Background: an optimization exercise with open tools, aiming at small area, a short achievable clock period and few clock cycles per item. Do not read the settings as production practice.
Only simulation tests tie the RTL to the original design; equivalence was not proved.
Power figures rest on the tool's default switching activity, not on a simulated workload.

### design/flow/run.sh
#!/bin/bash
# synth_recipe.tcl (not shown) runs the flow's synth.tcl, then flattens the netlist and writes it again
# the make line also repeats each setting of config.mk as NAME=value (left out here)
make -C /OpenROAD-flow-scripts/flow DESIGN_CONFIG=/design/flow/config.mk WORK_HOME=/design/flow/orfs CLKGATE_MAP_FILE= SYNTH_SCRIPT=/design/flow/synth_recipe.tcl finish
### design/flow/config.mk
export PLATFORM = sky130hd
export DESIGN_NAME = queue_cmd_front
export DESIGN_NICKNAME = queue_cmd_front
export VERILOG_FILES = /design/flow/design.v
export SDC_FILE = /design/flow/constraint.sdc
export NUM_CORES = 4
export LEC_CHECK = 0
export CAP_MARGIN = 20
export CORE_MARGIN = 2
export CORE_UTILIZATION = 60
export CTS_BUF_LIST = sky130_fd_sc_hd__clkbuf_16
export CTS_CLUSTER_DIAMETER = 60
export CTS_CLUSTER_SIZE = 30
export SETUP_SLACK_MARGIN = 3.0
export SLEW_MARGIN = 20
### design/flow/constraint.sdc
create_clock -name core_clock -period 6.5 [get_ports {clk}]
set_input_delay 1.3000 -clock core_clock [delete_from_list [all_inputs] [get_ports {clk}]]
set_output_delay 1.3000 -clock core_clock [all_outputs]
set_load 0.01 [all_outputs]
### design/flow/design.v
module queue_cmd_front #(
    parameter int PAYLOAD_SIZE = 24,
    parameter int ID_WIDTH     = 8,
    parameter int FIFO_SIZE    = 1024,
    parameter int PTR_WIDTH    = $clog2(FIFO_SIZE),
    parameter int QDATA_SIZE   = PAYLOAD_SIZE + ID_WIDTH
) (
    input  logic                    clk,
    input  logic                    reset,
    input  logic                    cmd_valid,
    output logic                    cmd_ready,
    input  logic [1:0]              cmd_op,
    input  logic [ID_WIDTH-1:0]     cmd_id,
    input  logic [PAYLOAD_SIZE-1:0] cmd_payload,
    output logic                    q_push_flag,
    output logic [QDATA_SIZE-1:0]   q_push_data,
    output logic                    q_pop_flag,
    input  logic [QDATA_SIZE-1:0]   q_pop_data,
    output logic                    q_remove_flag,
    output logic [PTR_WIDTH-1:0]    q_remove_index,
    input  logic                    q_full,
    input  logic                    q_empty,
    input  logic                    q_error_reg,
    input  logic                    q_error_rem,
    input  logic                    q_error_time,
    output logic                    rsp_valid,
    input  logic                    rsp_ready,
    output logic [2:0]              rsp_status,
    output logic [ID_WIDTH-1:0]     rsp_id,
    output logic [PAYLOAD_SIZE-1:0] rsp_payload
);
    localparam int DEPTH = 2 ** ID_WIDTH;
    localparam logic [1:0] OP_ADD    = 2'd0;
    localparam logic [1:0] OP_CANCEL = 2'd1;
    localparam logic [1:0] OP_POP    = 2'd2;
    localparam logic [2:0] ST_OK    = 3'd0;
    localparam logic [2:0] ST_DUP   = 3'd1;
    localparam logic [2:0] ST_NF    = 3'd2;
    localparam logic [2:0] ST_FULL  = 3'd3;
    localparam logic [2:0] ST_EMPTY = 3'd4;
    localparam logic [2:0] ST_QERR  = 3'd5;
    logic [DEPTH-1:0]        live;
    logic [PTR_WIDTH-1:0]    slot_mem [DEPTH];
    logic [PTR_WIDTH-1:0]    tail;
    logic                    d_add, d_can, d_pop, d_rsv;
    logic [ID_WIDTH-1:0]     d_id;
    logic [PAYLOAD_SIZE-1:0] d_pl;
    logic                    d_live;    
    logic                    d_pm;      
    logic [1:0][PTR_WIDTH-1:0] d_slot;  
    logic [PTR_WIDTH-1:0]    d_fval;    
    logic [2:0]              d_qs;      
    logic                    w_push, w_rem, w_pop;
    logic [ID_WIDTH-1:0]     w_id;
    logic [15:0]             w_lo, w_hi;    
    localparam int NBANK = 4;
    logic [PTR_WIDTH-1:0]    w_slot [NBANK];
    logic                    r_v;
    logic                    r_fresh;   
    logic [2:0]              r_st;
    logic [ID_WIDTH-1:0]     r_id;
    logic [PAYLOAD_SIZE-1:0] r_pl;
    logic q_err, d_v, amb, go, act, push, rem, pop, acc, w_en, w_val;
    logic [2:0] d_st, fin_st;
    logic f_live, f_pm, f_fsel;
    logic [PTR_WIDTH-1:0] f_fval;
    assign q_err  = q_error_reg | q_error_rem | q_error_time;
    assign d_v    = d_add | d_can | d_pop | d_rsv;
    assign amb    = d_live & d_pm & (d_add | d_can);
    assign go     = ~r_v | rsp_ready;
    assign act    = d_v & go & ~amb;
    assign push   = d_add & go & ~d_live & ~q_full;
    assign rem    = d_can & go & d_live & ~d_pm;
    assign pop    = d_pop & go & ~q_empty;
    assign cmd_ready = reset & (~d_v | (go & ~amb));
    assign acc       = cmd_valid & cmd_ready;
    assign q_push_flag    = push;
    assign q_pop_flag     = pop;
    assign q_remove_flag  = rem;
    assign q_push_data    = {d_pl, d_id};
    assign q_remove_index = ({PTR_WIDTH{d_qs[0]}} & d_slot[0]) |
                            ({PTR_WIDTH{d_qs[1]}} & d_slot[1]) |
                            ({PTR_WIDTH{d_qs[2]}} & d_fval);
    assign fin_st      = (r_fresh & q_err) ? ST_QERR : r_st;
    assign rsp_valid   = r_v;
    assign rsp_status  = fin_st;
    assign rsp_id      = r_id;
    assign rsp_payload = r_pl;
    always_comb begin
        d_st = ST_OK;
        if (d_add)      d_st = d_live ? ST_DUP : (q_full ? ST_FULL : ST_OK);
        else if (d_can) d_st = d_live ? ST_OK : ST_NF;
        else if (d_pop) d_st = q_empty ? ST_EMPTY : ST_OK;
        else            d_st = ST_NF;
    end
    assign w_en  = w_push | w_rem | (w_pop & ~q_err);
    assign w_val = w_push;
    logic live_rd;
    logic [1:0][PTR_WIDTH-1:0] slot_rd2;
    always_comb begin
        if ((d_add | d_can) && d_id == cmd_id)
            f_live = d_add & (d_live | ~q_full);
        else if ((w_push | w_rem | w_pop) && w_id == cmd_id)
            f_live = w_pop ? (live_rd & q_err) : w_push;
        else
            f_live = live_rd;
        f_pm = pop && q_pop_data[ID_WIDTH-1:0] == cmd_id;
        f_fsel = (push && d_id == cmd_id) || (w_push && w_id == cmd_id);
        f_fval = (push && d_id == cmd_id) ? tail : tail - 1'b1;
    end
    always_ff @(posedge clk or negedge reset) begin
        if (!reset) begin
            d_add   <= 1'b0;
            d_can   <= 1'b0;
            d_pop   <= 1'b0;
            d_rsv   <= 1'b0;
            w_push  <= 1'b0;
            w_rem   <= 1'b0;
            w_pop   <= 1'b0;
            r_v     <= 1'b0;
            r_fresh <= 1'b0;
            live    <= '0;
            tail    <= '0;
        end else begin
            if (acc) begin
                d_add <= cmd_op == OP_ADD;
                d_can <= cmd_op == OP_CANCEL;
                d_pop <= cmd_op == OP_POP;
                d_rsv <= cmd_op == 2'd3;
            end else if (act) begin
                d_add <= 1'b0;
                d_can <= 1'b0;
                d_pop <= 1'b0;
                d_rsv <= 1'b0;
            end
            w_push <= push;
            w_rem  <= rem;
            w_pop  <= pop;
            if (act) begin
                r_v     <= 1'b1;
                r_fresh <= push | rem | pop;
            end else begin
                if (rsp_ready) r_v <= 1'b0;
                r_fresh <= 1'b0;
            end
            live <= live_nx;
            if (push) tail <= tail + 1'b1;
        end
    end
    always_ff @(posedge clk) begin
        if (acc) begin
            d_id   <= cmd_id;
            d_pl   <= cmd_payload;
            d_slot <= slot_rd2;
            d_qs   <= {f_fsel, ~f_fsel & cmd_id[ID_WIDTH-1], ~f_fsel & ~cmd_id[ID_WIDTH-1]};
            d_fval <= f_fval;
            d_live <= f_live;
            d_pm   <= f_pm;
        end else if (!act) begin
            d_live <= d_live & ~(d_pm & ~q_err);
            d_pm   <= 1'b0;
        end
        w_id <= pop ? q_pop_data[ID_WIDTH-1:0] : d_id;
        w_lo <= 16'(1) << (pop ? q_pop_data[3:0] : d_id[3:0]);
        w_hi <= 16'(1) << (pop ? q_pop_data[7:4] : d_id[7:4]);
        for (int b = 0; b < NBANK; b++)
            if (push && d_id[ID_WIDTH-1 -: 2] == 2'(b)) w_slot[b] <= tail;
        if (act) begin
            r_st <= d_st;
            if (d_pop) begin
                r_id <= q_empty ? '0 : q_pop_data[ID_WIDTH-1:0];
                r_pl <= q_empty ? '0 : q_pop_data[QDATA_SIZE-1:ID_WIDTH];
            end else begin
                r_id <= d_id;
                r_pl <= '0;
            end
        end else begin
            r_st <= fin_st;
        end
    end
    for (genvar l = 0; l <= ID_WIDTH; l++) begin : g_rd
        logic [PTR_WIDTH:0] n [2 ** (ID_WIDTH - l)];
        for (genvar j = 0; j < 2 ** (ID_WIDTH - l); j++) begin : g_n
            if (l == 0) begin : g_leaf
                assign n[j] = {live[j], slot_mem[j]};
            end else begin : g_mux
                assign n[j] = cmd_id[l-1] ? g_rd[l-1].n[2*j+1] : g_rd[l-1].n[2*j];
            end
        end
    end
    assign live_rd     = g_rd[ID_WIDTH].n[0][PTR_WIDTH];
    assign slot_rd2[0] = g_rd[ID_WIDTH-1].n[0][PTR_WIDTH-1:0];
    assign slot_rd2[1] = g_rd[ID_WIDTH-1].n[1][PTR_WIDTH-1:0];
    logic [DEPTH-1:0] w_sel, live_nx;
    always_comb begin
        for (int i = 0; i < DEPTH; i++) begin
            w_sel[i]   = w_lo[i % 16] & w_hi[i / 16];
            live_nx[i] = (w_en & w_sel[i]) ? w_val : live[i];
        end
    end
    for (genvar i = 0; i < DEPTH; i++) begin : g_slot
        always_ff @(posedge clk) begin
            if (w_push & w_sel[i]) slot_mem[i] <= w_slot[i / (DEPTH / NBANK)];
        end
    end
endmodule
==> results of run 1 <==
-- synth_stat cells (2+ instances only) --
library cell / count
nand3_1: 10
and2_1: 41
a31oi_1: 4
mux2i_1: 27
o211ai_1: 4
nor3_1: 12
a22oi_1: 7
dfxtp_1: 43
o311a_1: 2
and3_1: 262
o22ai_1: 5
nor2b_1: 5
buf_6: 6
o31a_1: 2
xnor2_1: 22
o221ai_1: 8
mux4_2: 895
nand2b_1: 10
nand2_1: 311
inv_1: 33
a2111oi_0: 3
nand4_1: 10
xor2_1: 20
o21ai_0: 16
dfrtp_1: 275
a21o_1: 256
a22o_1: 2
mux2_2: 22
nand3b_1: 3
inv_2: 2
nor4_1: 4
a21oi_1: 17
nor2_1: 64
edfxtp_1: 2699
clkbuf_1: 238
ha_1: 2
buf_1: 41
nand4b_1: 2
a222oi_1: 10
buf_2: 58
buf_4: 11
-- state kept, by name, indices dropped and copies added, names as in the netlist, 10 cells and up --
name and flops:
slot_mem 2560, live 256, w_slot 40, d_pl 24, r_pl 24, d_slot 20
w_hi 16, w_lo 16, d_fval 10, tail 10
-- how the worst max path moves through the flow --
stage              start           endpoint  slack [ns]  depth (start not counted)
6_report       cmd_id[1]         d_slot[13]        2.92                          6
5_1_grt          d_qs[0]  q_remove_index[1]        2.92                          4
4_1_cts        d_slot[3]  q_remove_index[3]        2.96                          3
3_5_place_dp   cmd_id[0]          d_slot[5]        1.67                          6
3_3_place_gp   rsp_ready          d_fval[3]        1.31                          6
2_1_floorplan  cmd_id[0]          d_slot[0]        2.74                          8
-- cell families after synthesis --
family          count (synthesis)
compound gates                345
xor+xnor                       42
fa+ha+maj                       2
buf+inv                       389
flops                        3017
mux                           944
simple gates                  736
-- where the power goes --
| group | switching (mW) | internal [mW] | total (mW) |
|---|---|---|---|
| Clock | 7.01 | 5.73 | 12.7 |
| Combinational | 1.03 | 0.791 | 1.82 |
| Sequential | 0.132 | 21.0 | 21.1 |
| Total | 8.17 | 27.5 | 35.6 |
-- placed cells by master (no fill, tap or decap), types with 40 or more instances in the layout --
master	count
clkdlybuf4s50_1	125
a21o_1	256
nor2_1	61
dfxtp_1	40
edfxtp_1	2699
clkbuf_16	184
nand2_1	310
mux4_2	895
and3_1	262
buf_4	131
dfrtp_1	272
-- per-stage QoR --
step	total power [mW]	hold slack, ns	instance area, sq um
2_1_floorplan	22.53	0.4373	118200
3_3_place_gp	23.25	0.4536	122400
3_5_place_dp	23.27	0.4613	122500
4_1_cts	35.77	0.3470	129000
5_1_grt	36.51	0.3683	129200
6_report	35.65	0.3765	129200
-- routing by layer --
metal / global-route usage (%) / routed length (um) / vias up
li1: - / - / 22955
met1: 46.08 / 123500 / 30819
met2: 45.64 / 139200 / 2597
met3: 6.424 / 27400 / 435
met4: 8.537 / 9243 / 4
met5: 0 / 33 / -
-- what timing repair did --
item                                    in CTS  in global routing
hold buffers                                 0                  0
endpoints found under the setup margin     217                 55
pin swaps                                   16                  6
gates cloned                                 3                  3
buffers inserted                            15                  0
resized for setup                          129                  9
-- layout make-up --
type	instances	area [sq um]	share of cell area [%]
Inverter	35	147.6	0.1143
Tap cell	2624	3283	2.541
Timing Repair Buffer	326	3318	2.568
Clock inverter	154	1695	1.312
Clock buffer	181	4529	3.505
Sequential cell	3017	88800	68.72
Antenna cell	15	37.54	0.02905
Multi-Input combinational cell	2069	27400	21.21
==> impl_metrics.json, run 1 <==
{
  "clock_sinks": 3017,
  "finalHoldViolCount": 0,
  "crit_family": "multiplexers",
  "drv_slew": 0,
  "clk_pin_slew_ns": 0.09,
  "ys_types": 52,
  "synth_nets": 5552,
  "syn_area_sq_um": 117700,
  "clk_latency_ns": 0.87,
  "grt-ovfl-total": 0,
  "grt_max_degree": 129,
  "path_class": "input port to flop",
  "drt_iter0_drc": 7298,
  "vdd_drop_max_mv": 0.2784,
  "synthXorXnorAreaFrac_pct": 0.3126,
  "layout_min_cycle_time_ns": 3.581,
  "cts_tree": "built",
  "synth_area_per_cell_sq_um": 21.49,
  "drive_gt1_share_pct": 25.34,
  "r2r_cells": 7,
  "cts.root.buffer_cell": "clkbuf_16",
  "skew_ns": 0.04215,
  "synthArstFlopShare_pct": 9.115,
  "crit_path_end_kind": "flop",
  "dr.pass1.iters": 8,
  "io_pins": 157,
  "post-place-ws_ns": 1.671,
  "yosys.area_share.simple_pct": 3.101,
  "synthTopCellsByArea": "edfxtp_1, mux4_2, dfrtp_1",
  "worstPathRequired_ns": 7.10,
  "worstMarginPinSlew_ns": 1.155,
  "leakage_nw": 42.98,
  "synth_compound_area_share_pct": 2.168,
  "synth_edf_count": 2699,
  "ys_seq_area_share_pct": 75.45,
  "critPathSlowestCell": "mux4_2",
  "fin_tns_setup_ns": 0,
  "hpwl_um": 180500,
  "start_util_pct": 60.35,
  "arrival_ns": 4.19,
  "ys.flop_type": "edfxtp_1",
  "synth_cells": 5475,
  "synth_mux_area_share_pct": 17.57,
  "yosys_register_bits": 3017,
  "area_growth_pct": 9.802,
  "synth_top_family_by_area": "multiplexers",
  "nets": 5703,
  "final_cells": 8421,
  "die_w_um": 446.9,
  "slew_headroom_pct": 22.89,
  "synth_top_area_share_pct": 68.87,
  "max_stage_delay_ns": 0.59,
  "yosysTopAreaCell": "edfxtp_1",
  "status": "no timing/DRC/antenna violations",
  "fill_cells": 12751,
  "path_buf_inv": 2,
  "drv_cap": 0,
  "fmax_mhz": 279.3,
  "fp.dieH_um": 446.9,
  "cp_common_cell": "mux4_2",
  "dpl.cell_count": 8049,
  "grt_setup_unrepaired": "yes",
  "viasPerCell": 6.746,
  "dieArea_sq_um": 199700,
  "grt_pass1_vias": 55625,
  "setup_viol": 0,
  "gp_congestion": 0.8648,
  "synth_warnings": 12,
  "wl_per_cell_um": 35.55,
  "ant_nets": 0,
  "worstPathMaxFanout": 74,
  "grt_pass1_wl_um": 421100,
  "rows": 162,
  "vias": 56810,
  "r2r_slack_ns": 3.09,
  "utilization_pct": 66.27,
  "io_buffers": 156,
  "hp-class": "input port to asynchronous set/reset pin",
  "start_kind": "input port",
  "coreArea_sq_um": 195000,
  "globalRouteTotalUtil_pct": 30.37,
  "totalWireLength_um": 299400,
  "cellPowerDensity_nw_per_um2": 275.9,
  "cts_max_path_buffers": 3,
  "r2r-start": "d_can",
  "fin_crit_sh_pct": 55.09,
  "setup_ws_ns": 2.919,
  "drc_errors": 0,
  "synthAdderAreaFrac_pct": 0.02126,
  "cts_buffers": 177,
  "rr_endpoint": "d_slot[11]",
  "antenna_found_initial": 27,
  "htree_levels": 4,
  "worstPathCellList": "buf_12 > buf_12 > mux4_2 > mux4_2 > mux4_2 > mux2_2"
}
Testbench counts, summed over its fixed seeds: cycles 16,081, commands 16,000.
==> run 2: changes to the inputs <==
--- a/design/flow/config.mk
+++ b/design/flow/config.mk
@@ -7,9 +7,9 @@
 export LEC_CHECK = 0
 export CAP_MARGIN = 20
 export CORE_MARGIN = 2
-export CORE_UTILIZATION = 60
+export CORE_UTILIZATION = 55
 export CTS_BUF_LIST = sky130_fd_sc_hd__clkbuf_16
 export CTS_CLUSTER_DIAMETER = 60
 export CTS_CLUSTER_SIZE = 30
-export SETUP_SLACK_MARGIN = 3.0
+export SETUP_SLACK_MARGIN = 3.15
 export SLEW_MARGIN = 20
==> run 2 against run 1 <==
Net effect: cell count rose by 3.3%; non-clock buffer count rose by 74; hold slack got worse by 0.098 ns; global-route usage fell by 1.4 points; via count rose by 0.87%; clock power rose by 5%; largest cell class unchanged.
==> impl_metrics.json, run 2 <==
{
  "status": "no timing/DRC/antenna violations",
  "power_switching_mw": 8.480,
  "cts_max_path_buffers": 3,
  "drive_gt1_share_pct": 26.69,
  "antenna_found_initial": 28,
  "synth_cells": 5475,
  "dieArea_sq_um": 217700,
  "skew_ns": 0.03725,
  "slew_headroom_pct": 19.78,
  "synth_mux_area_share_pct": 17.57,
  "worstPathCellList": "buf_6 > buf_6 > a222oi_1 > inv_1 > buf_6",
  "start_util_pct": 55.43,
  "fp.dieH_um": 466.6,
  "utilization_pct": 61.91,
  "hpwl_um": 186900,
  "wl_per_cell_um": 35.95,
  "path_buf_inv": 4,
  "arrival_ns": 2.23,
  "clk_latency_ns": 0.87,
  "htree_levels": 4,
  "rows": 169,
  "totalWireLength_um": 312800,
  "fin_tns_setup_ns": 0,
  "worstPathRequired_ns": 5.20,
  "start_kind": "flop",
  "hp-class": "input port to asynchronous set/reset pin",
  "grt_pass1_vias": 56190,
  "cts_tree": "built",
  "clk_pin_slew_ns": 0.10,
  "drc_errors": 0,
  "area_growth_pct": 11.69,
  "setup_ws_ns": 2.965,
  "top_register": "slot_mem",
  "top_regs": "slot_mem (2560), live (256), w_slot (40)",
  "drt_iter0_drc": 7833,
  "r2r-start": "d_live",
  "seqPwrFrac_pct": 58.0,
  "crit_family": "buffers and inverters",
  "vias": 57306,
  "ys_types": 52,
  "clock_sinks": 3017,
  "synth_edf_count": 2699,
  "cp_common_cell": "buf_6",
  "io_buffers": 156,
  "yosys.area_share.simple_pct": 3.101,
  "setup_viol": 0,
  "synth_commonest_cells": "edfxtp_1, mux4_2, nand2_1, dfrtp_1, and3_1",
  "globalRouteTotalUtil_pct": 28.98,
  "nets": 5782,
  "drv_slew": 0,
  "synthAdderAreaFrac_pct": 0.02126,
  "synthTopCellsByArea": "edfxtp_1, mux4_2, dfrtp_1",
  "ant_nets": 0,
  "yosysMostFrequentCell": "edfxtp_1",
  "syn_area_sq_um": 117700,
  "grt_setup_unrepaired": "yes",
  "worstPathMaxFanout": 5,
  "cts.root.buffer_cell": "clkbuf_16",
  "clkPwrFrac_pct": 36.5,
  "synth_area_per_cell_sq_um": 21.49,
  "synth_compound_area_share_pct": 2.168,
  "largest_reg_flops": 2560,
  "die_w_um": 466.6,
  "hold_buffers": 0,
  "critPathSlowestCell": "edfxtp_1",
  "yosysTopAreaCell": "edfxtp_1",
  "synthXorXnorAreaFrac_pct": 0.3126,
  "grt_max_degree": 97,
  "cts_buffers": 182,
  "finalHoldViolCount": 0,
  "vdd_drop_max_mv": 0.3292,
  "synth_nets": 5552,
  "leakage_nw": 43.97,
  "worstMarginPinSlew_ns": 1.199,
  "io_pins": 157,
  "fmax_mhz": 282.9,
  "grt_pass1_wl_um": 438200,
  "path_class": "flop to output port",
  "synthArstFlopShare_pct": 9.115,
  "synth_warnings": 12,
  "crit_path_end_kind": "output port",
  "max_stage_delay_ns": 0.43,
  "synth_top_area_share_pct": 68.87,
  "layout_common_cells": "edfxtp_1, mux4_2, nand2_1",
  "final_common_cell": "edfxtp_1",
  "yosys_register_bits": 3017,
  "dr.pass1.iters": 7,
  "synth_top_family_by_area": "multiplexers",
  "gp_congestion": 0.8677,
  "grt-ovfl-total": 0,
  "post-place-ws_ns": 1.697,
  "critPathLaunch": "d_qs[0]",
  "drv_cap": 0,
  "fin_crit_sh_pct": 54.38,
  "coreArea_sq_um": 212300,
  "internal_power_mw": 27.86,
  "comb_power_share_pct": 5.4,
  "layout_min_cycle_time_ns": 3.535,
  "swShare_pct": 23.34,
  "viasPerCell": 6.587,
  "ys_seq_area_share_pct": 75.45,
  "cellPowerDensity_nw_per_um2": 276.5,
  "ys.flop_type": "edfxtp_1"
}
-- run 2: cell types whose count changed in the layout (fill, tap and decap cells not counted), moves of 5 or more --
cell,delta
buf_4,+27
buf_16,+16
buf_6,+15
bufbuf_16,+14
clkbuf_16,+13
buf_2,-11
inv_16,+8
buf_12,+7
inv_6,-7
clkdlybuf4s50_1,-5
clkinv_1,-5
-- run 2: power groups by stage --
stage / Combinational [mW] / Clock, mW / Sequential (mW)
final: 1.97 / 13.3 / 21.1
after global routing: 2.05 / 14.1 / 21.1
after CTS: 1.92 / 13.5 / 21.1
after detailed placement: 1.77 / 0 / 21.5
after global placement: 1.76 / 0 / 21.5
after floorplan: 1.07 / 0 / 21.5
-- run 2: worst paths after layout --
path | cells after the start | endpoint | slack (ns)
worst max-delay path | 5 | q_remove_index[3] | 2.97
min in group core_clock | 1 | live[90] | 0.48
worst min-delay path | 1 | live[212] | 0.28
worst min register to register | 1 | live[90] | 0.48
max in group asynchronous | 4 | live[23] | 4.04
worst max register to register | 6 | d_pl[10] | 3.23
-- run 2: repair_timing --
item,4_1_cts,5_1_grt
hold endpoints to repair,0,0
setup buffers,29,22
cloned,22,9
setup endpoints to repair,149,41
pin swaps,14,11
gates resized for setup,204,24
-- run 2: metal layers --
| layer | share of wire (%) | GRT usage, % | up-vias |
|---|---|---|---|
| met5 | 0 | 0 | - |
| met4 | 2.6 | 8.076 | 0 |
| met3 | 9.0 | 6.525 | 365 |
| met2 | 46 | 42.74 | 2479 |
| met1 | 42 | 44.22 | 31356 |
| li1 | - | - | 23106 |
-- run 2: cells by family after synthesis --
| group | count (synthesis) |
|---|---|
| buffers and inverters | 389 |
| flip-flops | 3017 |
| multiplexers | 944 |
| XOR/XNOR | 42 |
| adder cells (fa/ha/maj) | 2 |
| AO/OA/AOI/OAI | 345 |
| AND/OR/NAND/NOR | 736 |
-- run 2: layout make-up --
type	count	area, sq um
repair buffers	400	4847
flip-flops and latches	3017	88810
well taps	2821	3530
fillers	14788	80870
inverters	35	157.7
multi-input cells	2069	27440
clock inverters	151	1898
diodes	19	47.55
clock buffers	188	4705
-- run 2: metrics by stage --
step	hold WS, ns	area (sq um)	cells	power (mW)
after detailed placement	0.4604	123000	8259	23.30
after global placement	0.4529	123000	8259	23.29
final	0.2787	131400	8700	36.34
after floorplan	0.4373	118200	5475	22.53
after CTS	0.2406	130900	8649	36.48
after global routing	0.2660	131400	8691	37.29
-- run 2: worst register-to-register path: cells and delay by family (launching register included) --
| kind | cells | cell delay [ns] |
|---|---|---|
| buffers and inverters | 4 | 1.54 |
| AOI/OAI and AO/OA | 2 | 0.73 |
| DFF | 1 | 0.49 |
==> run 3: changes to the inputs <==
--- a/design/flow/design.v
+++ b/design/flow/design.v
@@ -47,12 +47,10 @@
     logic [PAYLOAD_SIZE-1:0] d_pl;
     logic                    d_live;    
     logic                    d_pm;      
-    logic [1:0][PTR_WIDTH-1:0] d_slot;  
-    logic [PTR_WIDTH-1:0]    d_fval;    
-    logic [2:0]              d_qs;      
+    logic [PTR_WIDTH-1:0]    d_slot;
+    logic                    d_pa, d_pr, d_amb;
     logic                    w_push, w_rem, w_pop;
     logic [ID_WIDTH-1:0]     w_id;
-    logic [15:0]             w_lo, w_hi;    
     localparam int NBANK = 4;
     logic [PTR_WIDTH-1:0]    w_slot [NBANK];
     logic                    r_v;
@@ -60,27 +58,25 @@
     logic [2:0]              r_st;
     logic [ID_WIDTH-1:0]     r_id;
     logic [PAYLOAD_SIZE-1:0] r_pl;
-    logic q_err, d_v, amb, go, act, push, rem, pop, acc, w_en, w_val;
+    logic q_err, d_v, go, act, push, rem, pop, acc, w_en, w_val, h_live;
     logic [2:0] d_st, fin_st;
-    logic f_live, f_pm, f_fsel;
-    logic [PTR_WIDTH-1:0] f_fval;
+    logic f_live, f_pm, f_add, f_can;
+    logic [PTR_WIDTH-1:0] f_slot;
     assign q_err  = q_error_reg | q_error_rem | q_error_time;
     assign d_v    = d_add | d_can | d_pop | d_rsv;
-    assign amb    = d_live & d_pm & (d_add | d_can);
     assign go     = ~r_v | rsp_ready;
-    assign act    = d_v & go & ~amb;
-    assign push   = d_add & go & ~d_live & ~q_full;
-    assign rem    = d_can & go & d_live & ~d_pm;
+    assign act    = d_v & go & ~d_amb;
+    assign push   = d_pa & go & ~q_full;
+    assign rem    = d_pr & go;
     assign pop    = d_pop & go & ~q_empty;
-    assign cmd_ready = reset & (~d_v | (go & ~amb));
+    assign h_live = d_live & ~(d_pm & ~q_err);
+    assign cmd_ready = reset & (~d_v | (go & ~d_amb));
     assign acc       = cmd_valid & cmd_ready;
     assign q_push_flag    = push;
     assign q_pop_flag     = pop;
     assign q_remove_flag  = rem;
     assign q_push_data    = {d_pl, d_id};
-    assign q_remove_index = ({PTR_WIDTH{d_qs[0]}} & d_slot[0]) |
-                            ({PTR_WIDTH{d_qs[1]}} & d_slot[1]) |
-                            ({PTR_WIDTH{d_qs[2]}} & d_fval);
+    assign q_remove_index = d_slot;
     assign fin_st      = (r_fresh & q_err) ? ST_QERR : r_st;
     assign rsp_valid   = r_v;
     assign rsp_status  = fin_st;
@@ -96,7 +92,7 @@
     assign w_en  = w_push | w_rem | (w_pop & ~q_err);
     assign w_val = w_push;
     logic live_rd;
-    logic [1:0][PTR_WIDTH-1:0] slot_rd2;
+    logic [PTR_WIDTH-1:0] slot_rd;
     always_comb begin
         if ((d_add | d_can) && d_id == cmd_id)
             f_live = d_add & (d_live | ~q_full);
@@ -105,8 +101,14 @@
         else
             f_live = live_rd;
         f_pm = pop && q_pop_data[ID_WIDTH-1:0] == cmd_id;
-        f_fsel = (push && d_id == cmd_id) || (w_push && w_id == cmd_id);
-        f_fval = (push && d_id == cmd_id) ? tail : tail - 1'b1;
+        if (push && d_id == cmd_id)
+            f_slot = tail;
+        else if (w_push && w_id == cmd_id)
+            f_slot = tail - 1'b1;
+        else
+            f_slot = slot_rd;
+        f_add = cmd_op == OP_ADD;
+        f_can = cmd_op == OP_CANCEL;
     end
     always_ff @(posedge clk or negedge reset) begin
         if (!reset) begin
@@ -114,6 +116,9 @@
             d_can   <= 1'b0;
             d_pop   <= 1'b0;
             d_rsv   <= 1'b0;
+            d_pa    <= 1'b0;
+            d_pr    <= 1'b0;
+            d_amb   <= 1'b0;
             w_push  <= 1'b0;
             w_rem   <= 1'b0;
             w_pop   <= 1'b0;
@@ -127,11 +132,21 @@
                 d_can <= cmd_op == OP_CANCEL;
                 d_pop <= cmd_op == OP_POP;
                 d_rsv <= cmd_op == 2'd3;
+                d_pa  <= f_add & ~f_live;
+                d_pr  <= f_can & f_live & ~f_pm;
+                d_amb <= (f_add | f_can) & f_live & f_pm;
             end else if (act) begin
                 d_add <= 1'b0;
                 d_can <= 1'b0;
                 d_pop <= 1'b0;
                 d_rsv <= 1'b0;
+                d_pa  <= 1'b0;
+                d_pr  <= 1'b0;
+                d_amb <= 1'b0;
+            end else begin
+                d_pa  <= d_add & ~h_live;
+                d_pr  <= d_can & h_live;
+                d_amb <= 1'b0;
             end
             w_push <= push;
             w_rem  <= rem;
@@ -151,18 +166,15 @@
         if (acc) begin
             d_id   <= cmd_id;
             d_pl   <= cmd_payload;
-            d_slot <= slot_rd2;
-            d_qs   <= {f_fsel, ~f_fsel & cmd_id[ID_WIDTH-1], ~f_fsel & ~cmd_id[ID_WIDTH-1]};
-            d_fval <= f_fval;
+            d_slot <= f_slot;
             d_live <= f_live;
             d_pm   <= f_pm;
         end else if (!act) begin
-            d_live <= d_live & ~(d_pm & ~q_err);
+            d_live <= h_live;
             d_pm   <= 1'b0;
         end
-        w_id <= pop ? q_pop_data[ID_WIDTH-1:0] : d_id;
-        w_lo <= 16'(1) << (pop ? q_pop_data[3:0] : d_id[3:0]);
-        w_hi <= 16'(1) << (pop ? q_pop_data[7:4] : d_id[7:4]);
+        if (push | rem) w_id <= d_id;
+        if (pop)        w_id <= q_pop_data[ID_WIDTH-1:0];
         for (int b = 0; b < NBANK; b++)
             if (push && d_id[ID_WIDTH-1 -: 2] == 2'(b)) w_slot[b] <= tail;
         if (act) begin
@@ -188,13 +200,11 @@
             end
         end
     end
-    assign live_rd     = g_rd[ID_WIDTH].n[0][PTR_WIDTH];
-    assign slot_rd2[0] = g_rd[ID_WIDTH-1].n[0][PTR_WIDTH-1:0];
-    assign slot_rd2[1] = g_rd[ID_WIDTH-1].n[1][PTR_WIDTH-1:0];
+    assign {live_rd, slot_rd} = g_rd[ID_WIDTH].n[0];
     logic [DEPTH-1:0] w_sel, live_nx;
     always_comb begin
         for (int i = 0; i < DEPTH; i++) begin
-            w_sel[i]   = w_lo[i % 16] & w_hi[i / 16];
+            w_sel[i]   = (w_id == ID_WIDTH'(i));
             live_nx[i] = (w_en & w_sel[i]) ? w_val : live[i];
         end
     end
--- a/design/flow/config.mk
+++ b/design/flow/config.mk
@@ -11,5 +11,5 @@
 export CTS_BUF_LIST = sky130_fd_sc_hd__clkbuf_16
 export CTS_CLUSTER_DIAMETER = 60
 export CTS_CLUSTER_SIZE = 30
-export SETUP_SLACK_MARGIN = 3.15
+export SETUP_SLACK_MARGIN = 3.3
 export SLEW_MARGIN = 20
==> run 3 against run 2 <==
Net effect: cell count grew 5.3%; clock-buffer cell count shrank 5; hold slack got worse by 0.017 ns.
==> impl_metrics.json, run 3 <==
{
  "cts.root.buffer_cell": "clkbuf_16",
  "clk_pin_slew_ns": 0.10,
  "drt_iter0_drc": 8987,
  "globalRouteTotalUtil_pct": 32.19,
  "fin_tns_setup_ns": 0,
  "dpl.cell_count": 8664,
  "clock_sinks": 2965,
  "r2r_cells": 5,
  "comb_power_share_pct": 5.8,
  "yosysTopAreaCell": "edfxtp_1",
  "fmax_mhz": 283.6,
  "crit_path_end_kind": "flop",
  "cellPowerDensity_nw_per_um2": 270.8,
  "layout_min_cycle_time_ns": 3.526,
  "hp-class": "input port to asynchronous set/reset pin",
  "worstPathRequired_ns": 7.23,
  "vias": 62138,
  "drive_gt1_share_pct": 29.26,
  "swShare_pct": 23.61,
  "power_switching_mw": 8.448,
  "seqPwrFrac_pct": 57.9,
  "largest_reg_flops": 2560,
  "hpwl_um": 203900,
  "finalPower_mw": 35.78,
  "grt_max_degree": 181,
  "final_common_cell": "edfxtp_1",
  "io_pins": 157,
  "whs_ns": 0.2613,
  "drv_slew": 0,
  "synth_nets": 5958,
  "area_growth_pct": 14.17,
  "ant_nets": 0,
  "io_buffers": 156,
  "rows": 168,
  "critPathSlowestCell": "nand2_1",
  "vdd_drop_max_mv": 0.3178,
  "synth_edf_count": 2684,
  "dieArea_sq_um": 214100,
  "synth_warnings": 12,
  "viasPerCell": 6.785,
  "path_buf_inv": 1,
  "cts_tree": "built",
  "crit_family": "simple AND/OR/NAND/NOR gates",
  "drv_cap": 0,
  "synthArstFlopShare_pct": 9.376,
  "leakage_nw": 42.89,
  "layout_common_cells": "edfxtp_1, mux4_2, o21ai_0",
  "grt_pass1_wl_um": 480800,
  "clk_latency_ns": 0.88,
  "yosys_register_bits": 2965,
  "path_class": "input port to flop",
  "synth_cells": 5881,
  "synth_top_area_share_pct": 69.65,
  "wl_per_cell_um": 37.68,
  "cts_buffers": 178,
  "hold_buffers": 0,
  "synth_area_per_cell_sq_um": 19.68,
  "cts_max_path_buffers": 3,
  "fp.dieH_um": 462.7,
  "status": "no timing/DRC/antenna violations",
  "worstMarginPinSlew_ns": 1.176,
  "die_w_um": 462.7,
  "final_cells": 9158,
  "drc_errors": 0,
  "totalWireLength_um": 345100,
  "ys_seq_area_share_pct": 75.71,
  "gp_congestion": 0.8888,
  "grt_setup_unrepaired": "yes",
  "internal_power_mw": 27.33,
  "top_regs": "slot_mem (2560), live (256), w_slot (40)",
  "cp.depth": 7,
  "arrival_ns": 4.26,
  "start_util_pct": 55.27,
  "setup_ws_ns": 2.974,
  "dr.pass1.iters": 8,
  "synthTopCellsByArea": "edfxtp_1, mux4_2, dfrtp_1",
  "grt_pass1_vias": 60204,
  "yosysMostFrequentCell": "edfxtp_1",
  "start_kind": "input port",
  "slew_headroom_pct": 20.91,
  "top_register": "slot_mem",
  "fin_crit_sh_pct": 54.24,
  "nets": 6271,
  "finalHoldViolCount": 0,
  "clkPwrFrac_pct": 36.4,
  "coreArea_sq_um": 209400,
  "htree_levels": 4,
  "max_stage_delay_ns": 0.79,
  "antenna_found_initial": 17,
  "grt-ovfl-total": 0,
  "worstPathMaxFanout": 16,
  "ys_types": 68,
  "syn_area_sq_um": 115700,
  "worstPathCellList": "buf_2 > nor3_1 > a211oi_1 > nor3_1 > nand2_1 > o21ai_0 > o21ai_0",
  "setup_viol": 0,
  "post-place-ws_ns": 1.258,
  "skew_ns": 0.03232,
  "ys.flop_type": "edfxtp_1",
  "synth_commonest_cells": "edfxtp_1, mux4_2, o21ai_0, nor2_1, dfrtp_1"
}
## run 3: changes by cell type in the layout (fill, tap and decap cells not counted), moves of 34 or more
cell | previous run | this run
a21o_1 | 256 | 1
a22oi_1 | 6 | 109
and3_1 | 262 | 4
buf_4 | 158 | 260
dfxtp_1 | 37 | 3
mux2i_1 | 27 | 75
mux4_2 | 895 | 719
nand2_1 | 308 | 146
nand3_1 | 10 | 44
nor2_1 | 60 | 121
nor2_2 | 2 | 118
nor2_4 | 2 | 68
o21ai_0 | 16 | 550
## run 3: layer usage
layer  share of wire, %  up-vias  GRT usage, %
met1                 40    33471         47.48
li1                   -    24730             -
met5              0.023        -             0
met2                 46     3393         48.22
met4                3.6       12         11.45
met3                9.9      532         6.897
## run 3: cell type report
type	count	area, sq um
Tap cell	2805	3510
Inverter	22	110.1
Timing Repair Buffer	543	6291
Fill cell	14559	77240
Clock buffer	183	4579
Sequential cell	2965	87620
Multi-Input combinational cell	2484	28130
Antenna cell	4	10.01
Clock inverter	152	1871
## run 3: power groups by stage
stage                     combinational (mW)  clock, mW  sequential (mW)
after floorplan                         1.00          0             21.1
after global placement                  1.70          0             21.1
after detailed placement                1.70          0             21.1
after CTS                               1.96       13.1             20.7
after global routing                    2.13       13.8             20.7
final                                   2.06       13.0             20.7
## run 3: final timing paths
check	slack (ns)	from	to
setup / recovery	2.97	q_error_rem	live[177]
hold / removal	0.26	reset	live[98]
setup reg to reg	3.21	w_id[0]	slot_mem[149][9]
hold reg to reg	0.51	live[166]	live[166]
max in group asynchronous	4.17	reset	live[199]
min in group core_clock	0.51	live[166]	live[166]
## run 3: cells by family (layout without fill, tap and decap cells)
family / after synthesis / in the layout / synth area share, %
flip-flops: 2965 / 2965 / 75.71
multiplexers: 817 / 817 / 14.85
AO/OA/AOI/OAI: 918 / 918 / 4.734
adder cells (fa/ha/maj): 2 / 2 / 0.02162
other: 0 / 4 / 0
XOR/XNOR: 33 / 33 / 0.2498
AND/OR/NAND/NOR: 710 / 714 / 2.700
buffers and inverters: 436 / 900 / 1.730
## run 3: timing repair
action	4_1_cts	5_1_grt
gates cloned	33	6
pin swaps	34	51
hold endpoints to repair	0	0
endpoints found under the setup margin	1842	1217
resized for setup	451	175
setup buffers	78	31
## run 3: worst reg2reg max path, cell delays in order, from the launching register on
cell	delay [ns]
edfxtp_1	0.61
nor2b_2	0.59
nand2_2	0.51
buf_4	0.54
nor2_2	0.49
buf_4	0.26
## run 3: through the flow
| step | util (%) | instance area (sq um) |
|---|---|---|
| after global placement | 57.86 | 121100 |
| after CTS | 62.46 | 130800 |
| after floorplan | - | 116500 |
| after global routing | 63.10 | 132100 |
| final | 63.10 | 132100 |
| after detailed placement | 57.92 | 121300 |
Testbench counts of run 3, summed over its fixed seeds: cycles 16,081, commands 16,000.
==> run 4: changes to the inputs <==
--- a/design/flow/config.mk
+++ b/design/flow/config.mk
@@ -8,8 +8,5 @@
 export CAP_MARGIN = 20
 export CORE_MARGIN = 2
 export CORE_UTILIZATION = 55
-export CTS_BUF_LIST = sky130_fd_sc_hd__clkbuf_16
-export CTS_CLUSTER_DIAMETER = 60
-export CTS_CLUSTER_SIZE = 30
 export SETUP_SLACK_MARGIN = 3.3
 export SLEW_MARGIN = 20
==> run 4 against run 3 <==
Net effect: still clean; combinational power about the same; clock skew is 0.018 ns higher; sequential power about the same; via count rose by 1.3%; largest power group unchanged; highest routed layer unchanged.
==> impl_metrics.json, run 4 <==
{
  "drv_cap": 0,
  "rows": 168,
  "yosysMostFrequentCell": "edfxtp_1",
  "hpwl_um": 203900,
  "die_w_um": 462.7,
  "rr_endpoint": "slot_mem[49][3]",
  "ant_nets": 0,
  "post-route-cell-area_sq_um": 135000,
  "fin_crit_sh_pct": 52.87,
  "synthArstFlopShare_pct": 9.376,
  "io_pins": 157,
  "ys_types": 68,
  "skew_ns": 0.04998,
  "path_buf_inv": 2,
  "globalRouteTotalUtil_pct": 32.50,
  "crit_path_end_kind": "output port",
  "grt_setup_unrepaired": "yes",
  "dr.pass1.iters": 5,
  "antenna_found_initial": 17,
  "hp-class": "input port to asynchronous set/reset pin",
  "final_cells": 9369,
  "finalHoldViolCount": 0,
  "r2r_slack_ns": 3.18,
  "synth_top_area_share_pct": 69.65,
  "wl_met1_um": 138600,
  "cp.depth": 5,
  "ys_seq_area_share_pct": 75.71,
  "cts_buffers": 317,
  "syn_area_sq_um": 115700,
  "largest_reg_flops": 2560,
  "worstPathCellList": "buf_6 > or3_4 > nand2_2 > and2_4 > buf_6",
  "start_kind": "input port",
  "synth_area_per_cell_sq_um": 19.68,
  "area_growth_pct": 16.66,
  "clock_sinks": 2965,
  "vdd_drop_max_mv": 0.3184,
  "hold_buffers": 0,
  "worstMarginPinSlew_ns": 1.144,
  "layout_common_cells": "edfxtp_1, mux4_2, o21ai_0",
  "drt_iter0_drc": 8706,
  "max_stage_delay_ns": 0.41,
  "drc_errors": 0,
  "routed-wl-met3_um": 35490,
  "gp_congestion": 0.8888,
  "final_common_cell": "edfxtp_1",
  "top_regs": "slot_mem (2560), live (256), w_slot (40)",
  "status": "no timing/DRC/antenna violations",
  "synth_cells": 5881,
  "cts_tree": "built",
  "dpl.cell_count": 8664,
  "htree_levels": 5,
  "cts.root.buffer_cell": "clkbuf_16",
  "setup_viol": 0,
  "grt_pass1_vias": 61705,
  "critPathSlowestCell": "or3_4",
  "cp_common_cell": "buf_6",
  "top_register": "slot_mem",
  "synth_edf_count": 2684,
  "synth_commonest_cells": "edfxtp_1, mux4_2, o21ai_0, nor2_1, dfrtp_1",
  "worstPathMaxFanout": 3,
  "yosys_register_bits": 2965,
  "fill_cells": 14353,
  "r2r-start": "w_id[0]",
  "coreArea_sq_um": 209400,
  "cellPowerDensity_nw_per_um2": 293.9,
  "cts_max_path_buffers": 4,
  "dpl_cell_area_sq_um": 121300,
  "start_util_pct": 55.27,
  "grt-ovfl-total": 0,
  "fin_tns_setup_ns": 0,
  "met2RoutedLength_um": 159300,
  "fmax_mhz": 291.0,
  "path_class": "input port to output port",
  "synthTopCellsByArea": "edfxtp_1, mux4_2, dfrtp_1",
  "synth_nets": 5958,
  "crit_family": "simple AND/OR/NAND/NOR gates",
  "r2r_cells": 4,
  "routed.top_layer": "met5",
  "vias": 62941,
  "ys.flop_type": "edfxtp_1",
  "grt_max_degree": 181,
  "slew_headroom_pct": 23.46,
  "viasPerCell": 6.718,
  "clk_latency_ns": 0.97,
  "drive_gt1_share_pct": 29.32,
  "worstPathRequired_ns": 5.20,
  "layout_min_cycle_time_ns": 3.437,
  "wl_per_cell_um": 37.19,
  "dieArea_sq_um": 214100,
  "arrival_ns": 2.14,
  "nets": 6419,
  "synth_warnings": 12,
  "yosysTopAreaCell": "edfxtp_1",
  "totalWireLength_um": 348400,
  "leakage_nw": 44.40,
  "fp.dieH_um": 462.7,
  "drv_slew": 0,
  "grt_pass1_wl_um": 487200,
  "utilization_pct": 64.48,
  "clk_pin_slew_ns": 0.06,
  "io_buffers": 156
}
==> run 4: timing repair <==
| item | CTS | global route |
|---|---|---|
| resized for setup | 461 | 127 |
| pin swaps | 36 | 48 |
| gates cloned | 34 | 6 |
| buffers inserted | 75 | 45 |
| setup endpoints to repair | 1768 | 717 |
==> run 4: worst max path at each step <==
| stage | to | slack (ns) | startpoint |
|---|---|---|---|
| after floorplan | d_slot[2] | 2.86 | cmd_id[1] |
| after global placement | d_slot[2] | 0.83 | cmd_id[0] |
| after detailed placement | d_slot[4] | 1.26 | cmd_id[0] |
| after CTS | slot_mem[160][5] | 2.98 | w_id[0] |
| after global routing | rsp_status[1] | 3.04 | q_error_time |
| final | rsp_status[1] | 3.06 | q_error_time |
==> run 4: cell families (layout without fill, tap and decap cells) <==
logic type | count (synthesis) | in the layout | share of synthesized area, %
XOR/XNOR | 33 | 33 | 0.2498
other | 0 | 3 | 0
multiplexers | 817 | 817 | 14.85
AND/OR/NAND/NOR | 710 | 714 | 2.700
AO/OA/AOI/OAI | 918 | 918 | 4.734
adder cells (fa/ha/maj) | 2 | 2 | 0.02162
flip-flops | 2965 | 2965 | 75.71
buffers and inverters | 436 | 1112 | 1.730
==> run 4: area by class of cell <==
class                           count  area, sq um  share of cell area [%]
Clock inverter                    107        845.8                  0.6265
Multi-Input combinational cell   2484        27950                   20.70
Timing Repair Buffer              552         6382                   4.728
Clock buffer                      431         8579                   6.355
Inverter                           22        110.1                 0.08156
Tap cell                         2805         3510                   2.600
Sequential cell                  2965        87620                   64.90
Antenna cell                        3        7.507                0.005561
==> run 4: per-stage QoR <==
step | setup slack, ns | hold WS [ns] | total power, mW
global placement | 0.8272 | 0.4788 | 22.82
detailed placement | 1.258 | 0.4866 | 22.83
CTS | 2.980 | 0.2098 | 39.72
global route | 3.042 | 0.2174 | 40.60
finish | 3.063 | 0.2226 | 39.68
floorplan | 2.859 | 0.4534 | 22.08
==> run 4: power by group <==
group          internal, mW  switching [mW]  total [mW]
clock network          9.74            7.15        16.9
logic                 0.866            1.19        2.06
registers              20.6           0.111        20.7
total                  31.2            8.45        39.7
==> run 4: layer usage <==
layer  track usage, %  vias up
met3            6.914      715
met1            47.85    33599
li1                 -    25048
met2            48.36     3573
met5                0        -
met4            12.50        6
==> run 5: changes to the inputs <==
--- a/design/flow/config.mk
+++ b/design/flow/config.mk
@@ -8,5 +8,8 @@
 export CAP_MARGIN = 20
 export CORE_MARGIN = 2
 export CORE_UTILIZATION = 55
-export SETUP_SLACK_MARGIN = 3.3
+export CTS_BUF_LIST = sky130_fd_sc_hd__clkbuf_16
+export CTS_CLUSTER_DIAMETER = 60
+export CTS_CLUSTER_SIZE = 30
+export SETUP_SLACK_MARGIN = 3.0
 export SLEW_MARGIN = 20
==> run 5 against run 4 <==
Net effect: sequential share of layout area up 2.1 points; first-iteration DRC count down 0.60%; sequential power about the same; register-to-register slack worse by 0.12 ns; sequential cell count unchanged; routed wire length down 2.6%; clock power down 23%; critical endpoint is now d_slot[2].
==> impl_metrics.json, run 5 <==
{
  "fmax_mhz": 273.1,
  "synth_warnings": 12,
  "yosysMostFrequentCell": "edfxtp_1",
  "dpl.cell_count": 8701,
  "leakage_nw": 42.69,
  "top_register": "slot_mem",
  "finalHoldViolCount": 0,
  "worstPathCellList": "clkbuf_8 > buf_4 > or3_1 > a21oi_1 > a21oi_1 > nand4_1 > nand4_1 > o211ai_1",
  "wl_per_cell_um": 36.89,
  "drv_cap": 0,
  "htree_levels": 4,
  "synthAdderAreaFrac_pct": 0.02162,
  "crit_family": "simple AND/OR/NAND/NOR gates",
  "die_w_um": 462.7,
  "yosys.area_share.simple_pct": 2.700,
  "status": "no timing/DRC/antenna violations",
  "drt_iter0_drc": 8654,
  "drc_errors": 0,
  "grt_setup_unrepaired": "yes",
  "vdd_drop_max_mv": 0.2862,
  "yosys_register_bits": 2965,
  "start_kind": "input port",
  "layout_min_cycle_time_ns": 3.661,
  "synthArstFlopShare_pct": 9.376,
  "clk_latency_ns": 0.86,
  "setup_viol": 0,
  "fin_crit_sh_pct": 56.33,
  "synth_nets": 5958,
  "layout_common_cells": "edfxtp_1, mux4_2, o21ai_0",
  "synthTopCellsByArea": "edfxtp_1, mux4_2, dfrtp_1",
  "dr.pass1.iters": 8,
  "arrival_ns": 4.26,
  "syn_area_sq_um": 115700,
  "worstMarginPinSlew_ns": 1.215,
  "cts_tree": "built",
  "cts_buffers": 179,
  "cellPowerDensity_nw_per_um2": 272.2,
  "synth_mux_area_share_pct": 14.85,
  "largest_reg_flops": 2560,
  "crit_path_end_kind": "flop",
  "dieArea_sq_um": 214100,
  "fin_tns_setup_ns": 0,
  "max_stage_delay_ns": 0.62,
  "synth_commonest_cells": "edfxtp_1, mux4_2, o21ai_0, nor2_1, dfrtp_1",
  "clk_pin_slew_ns": 0.10,
  "antenna_found_initial": 14,
  "grt_pass1_wl_um": 472500,
  "path_class": "input port to flop",
  "r2r_cells": 5,
  "ys.flop_type": "edfxtp_1",
  "coreArea_sq_um": 209400,
  "grt_pass1_vias": 60151,
  "synth_edf_count": 2684,
  "worstPathRequired_ns": 7.10,
  "skew_ns": 0.04133,
  "synth_top_family_by_area": "multiplexers",
  "critPathSlowestCell": "or3_1",
  "hpwl_um": 201600,
  "cts.root.buffer_cell": "clkbuf_16",
  "synth_compound_area_share_pct": 4.734,
  "cp.depth": 8,
  "gp_congestion": 0.8846,
  "multi_input_area_sq_um": 27020,
  "yosysTopAreaCell": "edfxtp_1",
  "ys_types": 68,
  "grt-ovfl-total": 0,
  "worstPathMaxFanout": 28,
  "ys_seq_area_share_pct": 75.71,
  "final_cells": 9199,
  "top_regs": "slot_mem (2560), live (256), w_slot (40)",
  "synth_area_per_cell_sq_um": 19.68,
  "synthXorXnorAreaFrac_pct": 0.2498,
  "fill_cells": 14761,
  "start_util_pct": 55.27,
  "nets": 6311,
  "synth_top_area_share_pct": 69.65,
  "clock_sinks": 2965,
  "totalWireLength_um": 339400,
  "fp.dieH_um": 462.7,
  "slew_headroom_pct": 18.78,
  "io_pins": 157,
  "rows": 168,
  "globalRouteTotalUtil_pct": 31.56,
  "drv_slew": 0,
  "register_area_sq_um": 87620,
  "cts_max_path_buffers": 3,
  "synth_cells": 5881,
  "grt_max_degree": 78,
  "viasPerCell": 6.737,
  "drive_gt1_share_pct": 27.14,
  "final_common_cell": "edfxtp_1",
  "hp-class": "input port to asynchronous set/reset pin",
  "area_growth_pct": 13.02,
  "ant_nets": 0,
  "io_buffers": 156,
  "vias": 61971,
  "path_buf_inv": 2
}
-- run 5: cell count changes in the layout (fill, tap and decap cells not counted), sizes merged, moves of 12 or more --
cell / before / now
buf: 393 / 423
inv: 21 / 86
clkinvlp: 4 / 17
clkdlybuf4s50: 116 / 134
dlygate4sd2: 14 / 2
clkbuf: 438 / 193
clkinv: 90 / 62
-- run 5: power by group --
group          internal [mW]  total [mW]  switching [mW]
combinational          0.808        1.94            1.13
sequential              20.6        20.7           0.108
clock                   5.85        13.0            7.12
total                   27.2        35.6            8.36
-- run 5: what timing repair did --
item	CTS	global route
cloned	19	7
pin swaps	15	14
endpoints found under the setup margin	531	623
hold buffers	0	0
resized for setup	166	86
buffers inserted	33	90
hold endpoints to repair	0	0
-- run 5: path summary, 6_finish.rpt --
kind | from | to | slack [ns]
setup / recovery | cmd_id[4] | d_slot[2] | 2.84
hold / removal | reset | r_fresh | 0.38
setup reg to reg | w_id[2] | slot_mem[23][3] | 3.06
hold reg to reg | live[47] | live[47] | 0.51
max in group asynchronous | reset | live[147] | 4.62
min in group core_clock | live[47] | live[47] | 0.51
-- run 5: logic make-up after synthesis --
family                     count (synthesis)
adders and majority gates                  2
AOI/OAI and AO/OA                        918
buffers and inverters                    436
and+or+nand+nor                          710
muxes                                    817
DFF                                     2965
xor gates and xnor gates                  33
-- run 5: area by class of cell --
cell class	count	area share, %
Antenna cell	8	0.01531
Clock buffer	184	3.521
Clock inverter	149	1.395
Inverter	22	0.07271
Multi-Input combinational cell	2483	20.66
Sequential cell	2965	66.99
Tap cell	2805	2.684
Timing Repair Buffer	583	4.658
-- run 5: stage by stage --
stage          utilization [%]  power [mW]  setup slack [ns]  instance area (sq um)  hold WS [ns]
6_report                 62.47       35.60             2.839                 130800        0.3793
5_1_grt                  62.46       36.48             2.862                 130800        0.3732
4_1_cts                  61.77       35.64             2.822                 129300        0.3499
3_5_place_dp             58.07       22.83             1.096                 121600        0.4860
3_3_place_gp             58.00       22.82            0.3127                 121400        0.4805
2_1_floorplan                -       22.07             2.859                 116400        0.4538
-- run 5: metal layers --
| metal | vias up | share of wire [%] | GRT usage, % |
|---|---|---|---|
| met3 | 574 | 9.7 | 6.700 |
| li1 | 24766 | - | - |
| met2 | 3286 | 46 | 47.87 |
| met4 | 4 | 4.0 | 10.84 |
| met1 | 33341 | 40 | 46.15 |
| met5 | - | 0.0077 | 0 |
==> run 6: changes to the inputs <==
--- a/design/flow/design.v
+++ b/design/flow/design.v
@@ -42,7 +42,7 @@
     logic [DEPTH-1:0]        live;
     logic [PTR_WIDTH-1:0]    slot_mem [DEPTH];
     logic [PTR_WIDTH-1:0]    tail;
-    logic                    d_add, d_can, d_pop, d_rsv;
+    logic                    d_v, d_add, d_can, d_pop, d_rsv;
     logic [ID_WIDTH-1:0]     d_id;
     logic [PAYLOAD_SIZE-1:0] d_pl;
     logic                    d_live;    
@@ -51,19 +51,18 @@
     logic                    d_pa, d_pr, d_amb;
     logic                    w_push, w_rem, w_pop;
     logic [ID_WIDTH-1:0]     w_id;
+    logic [15:0]             w_lo, w_hi;    
     localparam int NBANK = 4;
     logic [PTR_WIDTH-1:0]    w_slot [NBANK];
     logic                    r_v;
-    logic                    r_fresh;   
     logic [2:0]              r_st;
     logic [ID_WIDTH-1:0]     r_id;
     logic [PAYLOAD_SIZE-1:0] r_pl;
-    logic q_err, d_v, go, act, push, rem, pop, acc, w_en, w_val, h_live;
+    logic q_err, r_err, go, act, push, rem, pop, acc, w_en, w_val, h_live;
     logic [2:0] d_st, fin_st;
     logic f_live, f_pm, f_add, f_can;
     logic [PTR_WIDTH-1:0] f_slot;
     assign q_err  = q_error_reg | q_error_rem | q_error_time;
-    assign d_v    = d_add | d_can | d_pop | d_rsv;
     assign go     = ~r_v | rsp_ready;
     assign act    = d_v & go & ~d_amb;
     assign push   = d_pa & go & ~q_full;
@@ -77,7 +76,8 @@
     assign q_remove_flag  = rem;
     assign q_push_data    = {d_pl, d_id};
     assign q_remove_index = d_slot;
-    assign fin_st      = (r_fresh & q_err) ? ST_QERR : r_st;
+    assign r_err       = q_err;
+    assign fin_st      = r_st | (r_err ? ST_QERR : ST_OK);
     assign rsp_valid   = r_v;
     assign rsp_status  = fin_st;
     assign rsp_id      = r_id;
@@ -112,6 +112,7 @@
     end
     always_ff @(posedge clk or negedge reset) begin
         if (!reset) begin
+            d_v     <= 1'b0;
             d_add   <= 1'b0;
             d_can   <= 1'b0;
             d_pop   <= 1'b0;
@@ -123,11 +124,11 @@
             w_rem   <= 1'b0;
             w_pop   <= 1'b0;
             r_v     <= 1'b0;
-            r_fresh <= 1'b0;
             live    <= '0;
             tail    <= '0;
         end else begin
             if (acc) begin
+                d_v   <= 1'b1;
                 d_add <= cmd_op == OP_ADD;
                 d_can <= cmd_op == OP_CANCEL;
                 d_pop <= cmd_op == OP_POP;
@@ -136,6 +137,7 @@
                 d_pr  <= f_can & f_live & ~f_pm;
                 d_amb <= (f_add | f_can) & f_live & f_pm;
             end else if (act) begin
+                d_v   <= 1'b0;
                 d_add <= 1'b0;
                 d_can <= 1'b0;
                 d_pop <= 1'b0;
@@ -153,10 +155,8 @@
             w_pop  <= pop;
             if (act) begin
                 r_v     <= 1'b1;
-                r_fresh <= push | rem | pop;
             end else begin
                 if (rsp_ready) r_v <= 1'b0;
-                r_fresh <= 1'b0;
             end
             live <= live_nx;
             if (push) tail <= tail + 1'b1;
@@ -173,8 +173,9 @@
             d_live <= h_live;
             d_pm   <= 1'b0;
         end
-        if (push | rem) w_id <= d_id;
-        if (pop)        w_id <= q_pop_data[ID_WIDTH-1:0];
+        w_id <= pop ? q_pop_data[ID_WIDTH-1:0] : d_id;
+        w_lo <= 16'(1) << (pop ? q_pop_data[3:0] : d_id[3:0]);
+        w_hi <= 16'(1) << (pop ? q_pop_data[7:4] : d_id[7:4]);
         for (int b = 0; b < NBANK; b++)
             if (push && d_id[ID_WIDTH-1 -: 2] == 2'(b)) w_slot[b] <= tail;
         if (act) begin
@@ -204,7 +205,7 @@
     logic [DEPTH-1:0] w_sel, live_nx;
     always_comb begin
         for (int i = 0; i < DEPTH; i++) begin
-            w_sel[i]   = (w_id == ID_WIDTH'(i));
+            w_sel[i]   = w_lo[i % 16] & w_hi[i / 16];
             live_nx[i] = (w_en & w_sel[i]) ? w_val : live[i];
         end
     end
--- a/design/flow/config.mk
+++ b/design/flow/config.mk
@@ -11,5 +11,5 @@
 export CTS_BUF_LIST = sky130_fd_sc_hd__clkbuf_16
 export CTS_CLUSTER_DIAMETER = 60
 export CTS_CLUSTER_SIZE = 30
-export SETUP_SLACK_MARGIN = 3.0
+export SETUP_SLACK_MARGIN = 3.3
 export SLEW_MARGIN = 20
==> run 6 against run 5 <==
Net effect: synthesized cell count is 2.1% lower; sequential power hardly changed; sequential share of layout area is 1.1 points lower; die area is 1.8% higher; critical path type unchanged; still clean on timing, DRC and antenna.
==> impl_metrics.json, run 6 <==
{
  "status": "no timing/DRC/antenna violations",
  "worstPathMaxFanout": 8,
  "top_register": "slot_mem",
  "post-route-cell-area_sq_um": 133800,
  "whs_ns": 0.2496,
  "finalPower_mw": 36.62,
  "start_util_pct": 55.44,
  "vdd_drop_max_mv": 0.3039,
  "worstMarginPinSlew_ns": 1.141,
  "synth_top_area_share_pct": 68.23,
  "globalRouteTotalUtil_pct": 31.78,
  "fp.dieH_um": 466.8,
  "gp_congestion": 0.9309,
  "comb_power_share_pct": 5.9,
  "viasPerCell": 6.725,
  "clkPwrFrac_pct": 36.9,
  "cp-endpoint": "d_slot[8]",
  "drv_slew": 0,
  "utilization_pct": 62.97,
  "grt_max_degree": 129,
  "vias": 61173,
  "crit_path_end_kind": "flop",
  "largest_reg_flops": 2560,
  "clk_pin_slew_ns": 0.10,
  "die_w_um": 466.8,
  "coreArea_sq_um": 212500,
  "dpl_cell_area_sq_um": 122900,
  "grt_setup_unrepaired": "yes",
  "setup_ws_ns": 3.080,
  "internal_power_mw": 27.86,
  "layout_common_cells": "edfxtp_1, mux4_2, nand2_1",
  "cts_buffers": 183,
  "rr_endpoint": "slot_mem[175][1]",
  "synthAdderAreaFrac_pct": 0.02124,
  "ys_types": 63,
  "r2r_slack_ns": 3.32,
  "synth_top_family_by_area": "multiplexers",
  "synthArstFlopShare_pct": 9.246,
  "yosysMostFrequentCell": "edfxtp_1",
  "drt_iter0_drc": 8628,
  "clk_latency_ns": 0.90,
  "htree_levels": 4,
  "cellPowerDensity_nw_per_um2": 273.7,
  "skew_ns": 0.03324,
  "top_regs": "slot_mem (2560), live (256), w_slot (40)",
  "dieArea_sq_um": 217900,
  "r2r_cells": 2,
  "layout_min_cycle_time_ns": 3.420,
  "fmax_mhz": 292.4,
  "grt_pass1_vias": 59636,
  "setup_viol": 0,
  "synthXorXnorAreaFrac_pct": 0.2453,
  "power_switching_mw": 8.762,
  "synth_commonest_cells": "edfxtp_1, mux4_2, nand2_1, dfrtp_1, and3_1",
  "cts_max_path_buffers": 3,
  "seqPwrFrac_pct": 57.2,
  "slew_headroom_pct": 23.80,
  "yosys.area_share.simple_pct": 3.665,
  "dr.pass1.iters": 6,
  "r2r-start": "w_push",
  "synth_mux_area_share_pct": 16.48,
  "hpwl_um": 201600,
  "final_cells": 9097,
  "swShare_pct": 23.93,
  "ys_seq_area_share_pct": 74.83,
  "synth_warnings": 12,
  "rows": 169,
  "critPathLaunch": "cmd_id[1]",
  "io_pins": 157,
  "final_common_cell": "edfxtp_1",
  "yosysTopAreaCell": "edfxtp_1",
  "clock_sinks": 2996,
  "drive_gt1_share_pct": 26.89,
  "synth_nets": 5837,
  "antenna_found_initial": 24,
  "totalWireLength_um": 344100,
  "grt-ovfl-total": 0,
  "synth_area_per_cell_sq_um": 20.45,
  "drc_errors": 0,
  "area_growth_pct": 13.58,
  "yosys_register_bits": 2996,
  "arrival_ns": 4.06,
  "synth_edf_count": 2677,
  "fin_crit_sh_pct": 52.61,
  "synth_compound_area_share_pct": 3.024,
  "dpl.cell_count": 8554,
  "syn_area_sq_um": 117800,
  "fin_tns_setup_ns": 0,
  "grt_pass1_wl_um": 477700,
  "io_buffers": 156,
  "hp-class": "input port to asynchronous set/reset pin",
  "wl_per_cell_um": 37.82,
  "start_kind": "input port",
  "synthTopCellsByArea": "edfxtp_1, mux4_2, dfrtp_1",
  "worstPathRequired_ns": 7.14,
  "drv_cap": 0,
  "cts.root.buffer_cell": "clkbuf_16",
  "nets": 6185,
  "synth_cells": 5760,
  "leakage_nw": 47.41,
  "post-place-ws_ns": 1.007,
  "path_class": "input port to flop",
  "finalHoldViolCount": 0,
  "ant_nets": 0,
  "ys.flop_type": "edfxtp_1",
  "cts_tree": "built"
}
==> run 6: cell types whose count changed after synthesis, sizes merged, moves of 25 or more <==
cell	previous run	this run
o21ai	564	63
a21o	1	259
and3	4	260
nor2	307	75
nand2	187	349
a22oi	125	22
clkbuf	253	182
mux4	719	788
mux2i	86	143
dfxtp	3	42
buf	161	196
nand3	59	29
a22o	25	0
==> run 6: final cells by class <==
cell class,instances,area (sq um)
flip-flops and latches,2996,88170
fillers,14630,78700
multi-input cells,2358,28450
repair buffers,541,6719
clock buffers,190,4755
well taps,2821,3530
clock inverters,156,2044
inverters,28,121.4
diodes,7,17.52
==> run 6: kinds of logic (layout without fill, tap and decap cells) <==
kind of cell               Yosys count  after routing
muxes                              952            952
DFF                               2996           2996
xor gates and xnor gates            33             33
adders and majority gates            2              2
buffers and inverters              406            915
AOI/OAI and AO/OA                  501            501
and+or+nand+nor                    870            870
other                                0              7
==> run 6: routing by layer <==
layer / GRT usage (%) / part of all wire (%) / vias to the layer above
met3: 5.794 / 9.0 / 614
li1: - / - / 24272
met2: 47.90 / 46 / 3163
met4: 14.29 / 5.0 / 10
met5: 0 / 0.017 / -
met1: 45.96 / 40 / 33114
==> run 6: power groups by stage <==
stage | Sequential [mW] | Combinational [mW] | Clock [mW]
after floorplan | 21.3 | 1.08 | 0
after global placement | 21.4 | 1.77 | 0
after detailed placement | 21.4 | 1.78 | 0
after CTS | 20.9 | 2.08 | 13.6
after global routing | 20.9 | 2.23 | 14.3
final | 20.9 | 2.17 | 13.5
==> run 6: worst max-delay path, stage by stage <==
cell and delay (ns):
buf_16 0.17, buf_16 0.19, buf_12 0.15, buf_4 0.20, mux4_2 0.33, nand2_1 0.13
o21ai_0 0.19, a2111oi_1 0.86, nor3_1 0.29, nand3_2 0.13, nand2_1 0.05
==> run 6: what timing repair did <==
action	4_1_cts	5_1_grt
pin swaps	28	33
gates cloned	37	5
setup buffers	90	56
endpoints found under the setup margin	1566	27
gates resized for setup	311	72
hold buffers	0	0
==> run 6: worst min path at each step <==
stage                      to  cells past startpoint
global placement    live[235]                      1
CTS                  live[26]                      1
global route         live[28]                      1
finish               live[28]                      1
floorplan            live[51]                      1
detailed placement  live[242]                      1
Testbench counts of run 6, summed over its fixed seeds: cycles 16,081, commands 16,000.

re-timing with driven ports:
Ports are ideal in the flow. The routed layouts listed here were re-timed in OpenROAD.
Step 1 sets driving cells, clkbuf_16 on the clock port and buf_2 on the other inputs (assumed; they add their load-dependent delay and slew).
Step 2 moves the port delays by t, midway between the first and last clock arrival at a register: inputs arrive t later, outputs are due t later. That takes back most of the time a late clock gives input paths.
Three values: no drivers, after step 1, after step 2; two values: the first two.
| run | t, ns | setup slack, ns | latest minus earliest clock arrival (ns) | slew at the worst register clock pin (ns) |
|---|---|---|---|---|
| run 1 | 0.935 | 2.919 / 2.864 / 1.929 | 0.044 / 0.044 | 0.11 / 0.11 |
| run 2 | 0.942 | 2.965 / 2.875 / 1.961 | 0.043 / 0.043 | 0.11 / 0.11 |
| run 3 | 0.972 | 2.974 / 2.771 / 1.799 | 0.045 / 0.045 | 0.11 / 0.11 |
| run 4 | 1.012 | 3.063 / 2.738 / 1.726 | 0.067 / 0.066 | 0.07 / 0.07 |
| run 5 | 0.929 | 2.839 / 2.670 / 1.741 | 0.043 / 0.044 | 0.11 / 0.11 |
| run 6 | 0.959 | 3.080 / 2.654 / 1.695 | 0.045 / 0.046 | 0.11 / 0.11 |
After both steps every run listed still meets setup and hold. For run 6, which loses most, drivers alone change the setup slack by -0.426 ns; drivers and shift together by -1.385 ns.
